Background: an optimization exercise with open tools, aiming at small area. Do not read the settings as production practice. Only the layout flow was run in this run; the RTL was not checked for function there. Power is estimated from default activity; no workload was simulated.

[config.mk]
export PLATFORM = sky130hd
export DESIGN_NAME = rv_exec_core
export DESIGN_NICKNAME = rv_exec_core
export VERILOG_FILES = /design/flow/design.v
export SDC_FILE = /design/flow/constraint.sdc
export NUM_CORES = 4
export LEC_CHECK = 0
export CAP_MARGIN = 20
export CORE_MARGIN = 2
export CORE_UTILIZATION = 30
export SLEW_MARGIN = 20
[constraint.sdc]
create_clock -name core_clock -period 6.0 [get_ports {clk}]
set_input_delay 1.2000 -clock core_clock [delete_from_list [all_inputs] [get_ports {clk}]]
set_output_delay 1.2000 -clock core_clock [all_outputs]
set_load 0.01 [all_outputs]
[design.v]
`timescale 1ns/1ps
package rv_pkg;
  typedef logic [32-1:0]    word_t;       
  typedef logic [5-1:0] reg_addr_t;   
  typedef logic [31:0]            instr_t;      
  typedef enum logic [6:0] {
    OPC_OP     = 7'b0110011,
    OPC_OP_IMM = 7'b0010011,
    OPC_LUI    = 7'b0110111,
    OPC_AUIPC  = 7'b0010111,
    OPC_JAL    = 7'b1101111,
    OPC_JALR   = 7'b1100111,
    OPC_BRANCH = 7'b1100011
  } opcode_e;
  typedef enum logic [3:0] {
    ALU_ADD  = 4'b0000,
    ALU_SLL  = 4'b0001,
    ALU_SLT  = 4'b0010,
    ALU_SLTU = 4'b0011,
    ALU_XOR  = 4'b0100,
    ALU_SRL  = 4'b0101,
    ALU_OR   = 4'b0110,
    ALU_AND  = 4'b0111,
    ALU_SUB  = 4'b1000,
    ALU_SRA  = 4'b1101
  } alu_op_e;
  typedef enum logic [3:0] {
    BR_NONE = 4'd0,   
    BR_BEQ  = 4'd1,
    BR_BNE  = 4'd2,
    BR_BLT  = 4'd3,
    BR_BGE  = 4'd4,
    BR_BLTU = 4'd5,
    BR_BGEU = 4'd6,
    BR_JAL  = 4'd7,
    BR_JALR = 4'd8
  } br_op_e;
  typedef enum logic [1:0] {
    A_RS1  = 2'd0,
    A_PC   = 2'd1,
    A_ZERO = 2'd2    
  } a_sel_e;
endpackage
`timescale 1ns/1ps
module rv_decoder
(
  input  logic           clk,
  input  logic           rstn,
  input  logic           instr_valid_i,
  input  rv_pkg::instr_t instr_i,
  input  rv_pkg::word_t  pc_i,
  output logic           ex_valid,       
  output logic [31:7]    ex_ins,         
  output logic [2:0]     ex_cls,         
  output rv_pkg::word_t  ex_pc
);
  logic [2:0] funct3;
  logic [6:0] funct7;
  logic       f7_zero, f7_alt;
  logic       legal;
  assign funct3  = instr_i[14:12];
  assign funct7  = instr_i[31:25];
  assign f7_zero = (funct7 == 7'b0000000);
  assign f7_alt  = (funct7 == 7'b0100000);
  always_comb
  begin
    case (instr_i[6:0])
      rv_pkg::OPC_OP:
        legal = f7_zero | (f7_alt & (funct3 == 3'b000 || funct3 == 3'b101));
      rv_pkg::OPC_OP_IMM:
        legal = (funct3 == 3'b001) ? f7_zero :
                (funct3 == 3'b101) ? (f7_zero | f7_alt) : 1'b1;
      rv_pkg::OPC_LUI,
      rv_pkg::OPC_AUIPC,
      rv_pkg::OPC_JAL:
        legal = 1'b1;
      rv_pkg::OPC_JALR:
        legal = (funct3 == 3'b000);
      rv_pkg::OPC_BRANCH:
        legal = (funct3[2:1] != 2'b01);
      default:
        legal = 1'b0;    
    endcase
  end
  always_ff @(posedge clk, negedge rstn)
  begin
    if (!rstn)
      ex_valid <= 1'b0;
    else
      ex_valid <= instr_valid_i & legal;
  end
  always_ff @(posedge clk)
  begin
    ex_ins <= instr_i[31:7];
    ex_cls <= {instr_i[6], instr_i[6] ? instr_i[3] : instr_i[5], instr_i[2]};
    ex_pc  <= pc_i;
  end
endmodule
`timescale 1ns/1ps
module rv_regfile
(
  input  logic              clk,
  input  logic              rstn,
  input  rv_pkg::reg_addr_t rs1_addr_i,
  input  rv_pkg::reg_addr_t rs2_addr_i,
  input  logic              rs2_en_i,      
  output rv_pkg::word_t     rs1_data_o,
  output rv_pkg::word_t     rs2_data_o,
  input  logic              we_i,
  input  rv_pkg::reg_addr_t dst_i,
  input  rv_pkg::word_t     data_i
);
  rv_pkg::word_t            regs [1:32-1];
  logic [32-1:1]     valid;
  logic [32-1:1]     wen, sel1, sel2;
  always_comb
  begin
    for (int i = 1; i < 32; i++)
    begin
      wen[i]  = we_i && (dst_i == i);
      sel1[i] = valid[i] && (rs1_addr_i == i);
      sel2[i] = valid[i] && rs2_en_i && (rs2_addr_i == i);
    end
  end
  always_ff @(posedge clk, negedge rstn)
  begin
    if (!rstn)
      valid <= '0;
    else
      valid <= valid | wen;
  end
  always_ff @(posedge clk)
  begin
    for (int i = 1; i < 32; i++)
      if (wen[i])
        regs[i] <= data_i;
  end
  always_comb
  begin
    rs1_data_o = '0;
    rs2_data_o = '0;
    for (int i = 1; i < 32; i++)
    begin
      rs1_data_o = rs1_data_o | ({32{sel1[i]}} & regs[i]);
      rs2_data_o = rs2_data_o | ({32{sel2[i]}} & regs[i]);
    end
  end
endmodule
`timescale 1ns/1ps
module rv_alu
(
  input  rv_pkg::word_t op_a,         
  input  rv_pkg::word_t op_b,         
  input  logic [2:0]    funct3,
  input  logic          alt,          
  input  logic          is_op,        
  input  logic          is_branch,
  output rv_pkg::word_t result_o,     
  output logic          cond_o        
);
  logic          sub;
  rv_pkg::word_t b_x;
  rv_pkg::word_t sum;
  logic          cout;
  logic          lt_s, lt_u, eq;
  rv_pkg::word_t sh_in, sh_out, sh_rev;
  logic          left;
  logic [4:0]    shamt;
  assign sub = is_branch | (funct3[2:1] == 2'b01) | (is_op & alt & (funct3 == 3'b000));
  assign b_x = op_b ^ {32{sub}};
  assign {cout, sum} = {1'b0, op_a} + {1'b0, b_x} + {32'd0, sub};
  assign lt_u = ~cout;
  assign lt_s = (op_a[31] == op_b[31]) ? sum[31] : op_a[31];
  assign eq   = (op_a == op_b);
  always_comb
  begin
    case (funct3[2:1])
      2'b00:   cond_o = eq ^ funct3[0];
      2'b10:   cond_o = lt_s ^ funct3[0];
      default: cond_o = lt_u ^ funct3[0];
    endcase
  end
  assign left  = ~funct3[2];
  assign shamt = op_b[4:0];
  always_comb
  begin
    for (int i = 0; i < 32; i++)
      sh_in[i] = left ? op_a[32-1-i] : op_a[i];
  end
  assign sh_out = $signed({alt & op_a[31], sh_in}) >>> shamt;
  always_comb
  begin
    for (int i = 0; i < 32; i++)
      sh_rev[i] = left ? sh_out[32-1-i] : sh_out[i];
  end
  always_comb
  begin
    case (funct3)
      3'b000:  result_o = sum;
      3'b001,
      3'b101:  result_o = sh_rev;
      3'b010:  result_o = {31'd0, lt_s};
      3'b011:  result_o = {31'd0, lt_u};
      3'b100:  result_o = op_a ^ op_b;
      3'b110:  result_o = op_a | op_b;
      default: result_o = op_a & op_b;
    endcase
  end
endmodule
`timescale 1ns/1ps
module rv_branch_unit
(
  input  rv_pkg::word_t ex_pc,
  input  rv_pkg::word_t rs1_val,
  input  logic [31:7]   ins,
  input  logic [2:0]    cls,
  output rv_pkg::word_t sum_o,       
  output rv_pkg::word_t target_o,
  output rv_pkg::word_t link_o
);
  logic          is_jalr, is_jal, is_branch, is_upper, is_lui;
  rv_pkg::word_t base;
  rv_pkg::word_t imm;
  assign is_jalr   = cls == 3'b101;
  assign is_jal    = cls == 3'b111;
  assign is_branch = cls == 3'b100;
  assign is_upper  = ~cls[2] & cls[0];
  assign is_lui    = cls == 3'b011;
  assign base = is_jalr ? rs1_val : (is_lui ? 32'd0 : ex_pc);
  always_comb
  begin
    if (is_upper)
      imm = {ins[31:12], 12'h000};
    else if (is_jal)
      imm = {{12{ins[31]}}, ins[19:12], ins[20], ins[30:21], 1'b0};
    else if (is_branch)
      imm = {{20{ins[31]}}, ins[7], ins[30:25], ins[11:8], 1'b0};
    else
      imm = {{20{ins[31]}}, ins[31:20]};
  end
  assign sum_o    = base + imm;
  assign target_o = {sum_o[31:1], sum_o[0] & ~is_jalr};    
  assign link_o = ex_pc + 32'd4;
endmodule
`timescale 1ns/1ps
module rv_writeback
(
  input  logic              clk,
  input  logic              rstn,
  input  logic              ex_valid,
  input  logic              ex_we,
  input  logic              ex_xfer,
  input  logic              ex_taken,
  input  rv_pkg::reg_addr_t ex_dst,
  input  rv_pkg::word_t     ex_result,
  input  rv_pkg::word_t     ex_target,
  output logic              wb_valid_o,
  output logic              wb_we_o,
  output rv_pkg::reg_addr_t wb_dst_o,
  output rv_pkg::word_t     wb_data_o,
  output logic              br_valid_o,
  output logic              br_taken_o,
  output rv_pkg::word_t     br_target_o
);
  always_ff @(posedge clk, negedge rstn)
  begin
    if (!rstn)
    begin
      wb_valid_o <= 1'b0;
      wb_we_o    <= 1'b0;
      br_valid_o <= 1'b0;
      br_taken_o <= 1'b0;
    end
    else
    begin
      wb_valid_o <= ex_valid;
      wb_we_o    <= ex_we;
      br_valid_o <= ex_valid & ex_xfer;
      br_taken_o <= ex_valid & ex_xfer & ex_taken;
    end
  end
  always_ff @(posedge clk)
  begin
    wb_dst_o    <= ex_dst;
    wb_data_o   <= ex_result;
    br_target_o <= ex_target;
  end
endmodule
`timescale 1ns/1ps
module rv_exec_core
(
  input  logic              clk,
  input  logic              rstn,
  input  logic              instr_valid_i,
  input  rv_pkg::instr_t    instr_i,
  input  rv_pkg::word_t     pc_i,
  output logic              wb_valid_o,
  output logic              wb_we_o,
  output rv_pkg::reg_addr_t wb_dst_o,
  output rv_pkg::word_t     wb_data_o,
  output logic              br_valid_o,
  output logic              br_taken_o,
  output rv_pkg::word_t     br_target_o
);
  logic              ex_valid;
  logic [31:7]       ex_ins;
  logic [2:0]        ex_cls;
  rv_pkg::word_t     ex_pc;
  rv_pkg::reg_addr_t ex_dst;
  logic              is_op, is_branch, rs2_en, ex_we;
  rv_pkg::word_t     rs1_data, rs2_data, op_b;
  rv_pkg::word_t     alu_result, upper, target, link, result;
  logic              cond;
  rv_decoder u_decoder (
    .clk           ( clk           ),
    .rstn          ( rstn          ),
    .instr_valid_i ( instr_valid_i ),
    .instr_i       ( instr_i       ),
    .pc_i          ( pc_i          ),
    .ex_valid      ( ex_valid      ),
    .ex_ins        ( ex_ins        ),
    .ex_cls        ( ex_cls        ),
    .ex_pc         ( ex_pc         )
  );
  assign ex_dst    = ex_ins[11:7];
  assign is_op     = (ex_cls == 3'b010);
  assign is_branch = (ex_cls == 3'b100);
  assign rs2_en    = is_op | is_branch;
  assign ex_we = ex_valid & ~is_branch & (ex_dst != '0);
  rv_regfile u_regfile (
    .clk        ( clk            ),
    .rstn       ( rstn           ),
    .rs1_addr_i ( ex_ins[19:15]  ),
    .rs2_addr_i ( ex_ins[24:20]  ),
    .rs2_en_i   ( rs2_en         ),
    .rs1_data_o ( rs1_data       ),
    .rs2_data_o ( rs2_data       ),
    .we_i       ( ex_we          ),    
    .dst_i      ( ex_dst         ),
    .data_i     ( result         )
  );
  assign op_b = rs2_data | ({{20{ex_ins[31]}}, ex_ins[31:20]} & {32{~rs2_en}});
  rv_alu u_alu (
    .op_a      ( rs1_data       ),
    .op_b      ( op_b           ),
    .funct3    ( ex_ins[14:12]  ),
    .alt       ( ex_ins[30]     ),
    .is_op     ( is_op          ),
    .is_branch ( is_branch      ),
    .result_o  ( alu_result     ),
    .cond_o    ( cond           )
  );
  rv_branch_unit u_branch_unit (
    .ex_pc    ( ex_pc     ),
    .rs1_val  ( rs1_data  ),
    .ins      ( ex_ins    ),
    .cls      ( ex_cls    ),
    .sum_o    ( upper     ),
    .target_o ( target    ),
    .link_o   ( link      )
  );
  assign result = ex_cls[0] ? (ex_cls[2] ? link : upper) : alu_result;
  rv_writeback u_writeback (
    .clk         ( clk                     ),
    .rstn        ( rstn                    ),
    .ex_valid    ( ex_valid                ),
    .ex_we       ( ex_we                   ),
    .ex_xfer     ( ex_cls[2]               ),
    .ex_taken    ( ex_cls[0] | cond        ),
    .ex_dst      ( ex_dst                  ),
    .ex_result   ( result                  ),
    .ex_target   ( target                  ),
    .wb_valid_o  ( wb_valid_o              ),
    .wb_we_o     ( wb_we_o                 ),
    .wb_dst_o    ( wb_dst_o                ),
    .wb_data_o   ( wb_data_o               ),
    .br_valid_o  ( br_valid_o              ),
    .br_taken_o  ( br_taken_o              ),
    .br_target_o ( br_target_o             )
  );
endmodule
[run.sh]
#!/bin/bash
# synth_recipe.tcl (not shown) runs the flow's synth.tcl, then flattens the netlist and writes it again
# the make line also repeats each setting of config.mk as NAME=value (left out here)
make -C /OpenROAD-flow-scripts/flow DESIGN_CONFIG=/design/flow/config.mk WORK_HOME=/design/flow/orfs CLKGATE_MAP_FILE= SYNTH_SCRIPT=/design/flow/synth_recipe.tcl finish
==> flow_summary_export.csv <==
group,metric,value,unit
critical_path,worstSetupPathType,"register to register",
clocking,cts_buffers,133,
synth,syn_area,0.0577,mm^2
grt,grt_max_degree,62,
synth,synth-warning-count,6,
routing,drt_iter0_markers,12644,
routing,vias,58138,
routing,vias_per_cell,6.79,
critical_path,cpMostUsedCell,"buf_4",
critical_path,crit_slowest_cell,"a222oi_1",
grt,antenna_found_initial,35,
finish,final_cell_area,0.0785,mm^2
clocking,cts_root_buf,"clkbuf_16",
clocking,cts-htree-levels,4,
floorplanning,die_height,443,um
critical_path,cp_max_fo,8,
hold_path,min_path_type,"input port to asynchronous set/reset pin",
critical_path,startpoint,"u_regfile.valid[19]$_DFF_PN0_",
floorplanning,core.rowCount,161,
power_and_ir_drop,leakage,28.4,nW
synth,syn_nets,5065,
floorplanning,core,0.192,mm^2
grt,grt_pass1_wl,465,mm
clocking,cts_hold_buf,0,
sta,finalSetupViolCount,165,
finish,syn2layout_area_growth,36.0,%
power_and_ir_drop,power_per_cell_area,271,mW/mm^2
routing,drc_errors,0,
sta,slew_violations,0,
synth,ys_seq_area_share,57.6,%
routing,top_layer_used,"met5",
critical_path,arrival,6.73,ns
synth,synthAdderAreaFrac,2.82,%
clocking,cts.sinks,1157,
critical_path,crit_required,6.57,ns
placement,port_buffers,139,
sta,clock.fmax,162,MHz
synth,yosysTopAreaCell,"edfxtp_1",
synth,synthArstFlopShare,3.11,%
critical_path,end_kind,"register",
synth,synth_ff_type,"edfxtp_1",
clocking,path_clk_slew,0.06,ns
synth,synth_area_per_cell,11.9,um^2
routing,drtPass1Iterations,11,
synth,synthMuxAreaShare,2.42,%
finish,post-route-util,40.9,%
placement,dp_cells,8193,
job,drv_cap,0,
grt,grt-ovfl-total,0,
floorplanning,pin_count,140,
sta,final.period_utilization,103,%
floorplanning,fp.dieArea,0.196,mm^2
finish,fin_cells,8557,
synth,syn_inst,4869,
finish,fin_nets,6098,
clocking,cts_buffer_depth,3,
synth,yosys-top-cells-area,"edfxtp_1 (52%), nand3_1 (4.8%), dfxtp_1 (4.5%)",
grt,grt_pass1_vias,53507,
synth,ys_types,106,
synth,synthSimpleGateAreaFrac,15.6,%
clocking,cts_tree,"built",
synth,synth_xor_area_share,1.74,%
clocking,insertion_delay,0.87,ns
sta,layout_min_cycle_time,6.16,ns
routing,wl,354,mm
routing,met2_length,140,mm
synth,synth_common_cells,"edfxtp_1 (992), nand3_1 (555), a22oi_1 (315)",
floorplanning,die_w,443,um
routing,routed-wl-met3,59.9,mm
power_and_ir_drop,ir_worst_vdd,0.328,mV
outcome,outcome,"finished with violations",
synth,yosys_register_bits,1157,
grt,track_usage,34.5,%
outcome,so_faults,"negative setup slack",
synth,synth_compound_area_share,16.2,%
sta,finalWorstSetupSlack,-0.160,ns
synth,synth_top_area_share,51.6,%
routing,wirelength_met1,123,mm
placement,place_ws,-0.891,ns
finish,final_layout_size_suffix_gt1_share,30.3,%
sta,finClkSkew,0.0999,ns
synth,synth.most_common_cell,"edfxtp_1",
critical_path,r2r-start,"u_regfile.valid[19]$_DFF_PN0_",
critical_path,cpPeakStageDelay,0.50,ns
sta,rsz0062_at_grt,"true",
placement,gp_congestion,1.06,
sta,finalHoldViolations,0,
sta,max_slew_margin,13.4,%
sta,worstMarginPinSlew,1.30,ns
placement,placed_cell_area,0.0708,mm^2
synth,synth_edf_count,992,
placement,hpwl,241,mm
floorplanning,start_util,30.1,%
routing,drtAntennaViolNets,0,
synth,synth_top_family_by_area,"compound AO/OA/AOI/OAI gates",
routing,wl_per_cell,41.3,um
critical_path,start_kind,"register",
worst max-delay path: cells and delay by family (launching register included):
kind | cells | cell delay [ns]
simple gates | 5 | 1.12
xor+xnor | 2 | 0.27
flops | 1 | 0.48
fa+ha+maj | 1 | 0.33
buf+inv | 11 | 1.68
compound gates | 9 | 1.97
layer usage:
metal  GRT usage, %  vias up
met4           22.9       33
met2           48.3     6237
met3           15.7     1772
met1           42.3    28385
met5          0.611        -
li1               -    21711
registers in the layout (all words and copies together), names as in the netlist:
signal and cells:
u_regfile.valid 31, u_decoder.ex_valid 1, u_writeback.wb_data_o 32, u_writeback.wb_valid_o 1, u_writeback.wb_dst_o 5, u_writeback.wb_we_o 1, u_writeback.br_target_o 32, u_writeback.br_valid_o 1
u_decoder.ex_ins 25, u_regfile.regs 992, u_decoder.ex_cls 3, u_writeback.br_taken_o 1, u_decoder.ex_pc 32
power breakdown:
part	total, mW	internal, mW	leakage (nW)	switching, mW
sequential	9.18	9.08	10.1	0.100
combinational	3.32	1.39	16.1	1.93
clock	8.76	4.88	2.23	3.88
total	21.3	15.3	28.4	5.91
logic make-up after synthesis:
logic type	count (synthesis)
buffers and inverters	482
adder cells (fa/ha/maj)	129
XOR/XNOR	113
multiplexers	97
flip-flops	1157
AND/OR/NAND/NOR	1660
AO/OA/AOI/OAI	1231
metrics by stage:
step	hold WS [ns]	power (mW)	setup TNS, ns
floorplan	0.329	10.5	0
global placement	0.461	12.3	-408.37
detailed placement	0.456	12.3	-344.15
CTS	0.464	21.1	-0.0941
global route	0.480	21.7	-34.34
finish	0.479	21.3	-8.94
final timing paths:
kind | to | slack (ns) | depth (start not counted)
min reg2reg | u_writeback.wb_dst_o[4]$_DFF_P_ | 0.49 | 0
min in group core_clock | u_writeback.wb_dst_o[4]$_DFF_P_ | 0.49 | 0
max in group asynchronous | u_writeback.br_valid_o$_DFF_PN0_ | 4.94 | 2
max reg2reg | u_regfile.regs[5][0]$_DFFE_PP_ | -0.16 | 28
min | u_regfile.valid[31]$_DFF_PN0_ | 0.48 | 2
max | u_regfile.regs[5][0]$_DFFE_PP_ | -0.16 | 28
area by class of cell:
cell class	count	area (um^2)
diodes	21	52.6
clock buffers	158	3490
clock inverters	85	1140
fillers	18052	113000
inverters	96	360
multi-input cells	3230	24600
flip-flops and latches	1157	33300
well taps	2526	3160
repair buffers	1284	12400
cell usage in the layout, fill, tap and decap left out, drive strengths merged, types with 25 or more instances in the layout:
cell type,instances
dfxtp,129
nand4,218
ha,127
and2,42
mux2i,56
mux4,31
nor2,168
o21ai,122
clkbuf,161
nand3,555
edfxtp,992
clkdlybuf4s50,138
nor2b,25
a22o,144
a2111oi,33
a221oi,111
clkinv,51
buf,1141
a31oi,27
nand2b,30
inv,105
and4,38
a21o,46
or2,36
nand2,220
and3,128
dfrtp,36
a22oi,315
nor3,41
o211ai,35
or3,26
xnor2,78
a21oi,146
xor2,35
nor4,49
a221o,35
a222oi,66
timing repair:
item                       in CTS  in global routing
gates resized for setup       264                186
buffers inserted               64                 36
setup endpoints to repair     738                572
pin swaps                      98                 76
hold endpoints to repair        0                  0
gates cloned                    5                  3

-- separate check: timing with driven ports --
No port has a modelled driver above. Below, the same layout with a new extraction and two added sets of constraints. Step 1, drivers: a clkbuf_16 drives clk and a buf_2 each remaining input, both assumed. Step 2 times the ports against the registers' clock, not the clock port: input delays grow and output delays shrink by t, the midpoint of the rising clock arrivals with the driver on. Slacks: no drivers / after step 1 / after step 2; pairs: no drivers / after step 1.
t, ns: 0.916
slack for setup (ns): -0.160 / -0.160 / -0.160
latest minus earliest clock arrival (ns): 0.100 / 0.100
slew at the worst register clock pin (ns): 0.08 / 0.08
cell pins on the clock port's net: 1
For this run, drivers alone change the setup slack by 0.000 ns; drivers and shift together by 0.000 ns.
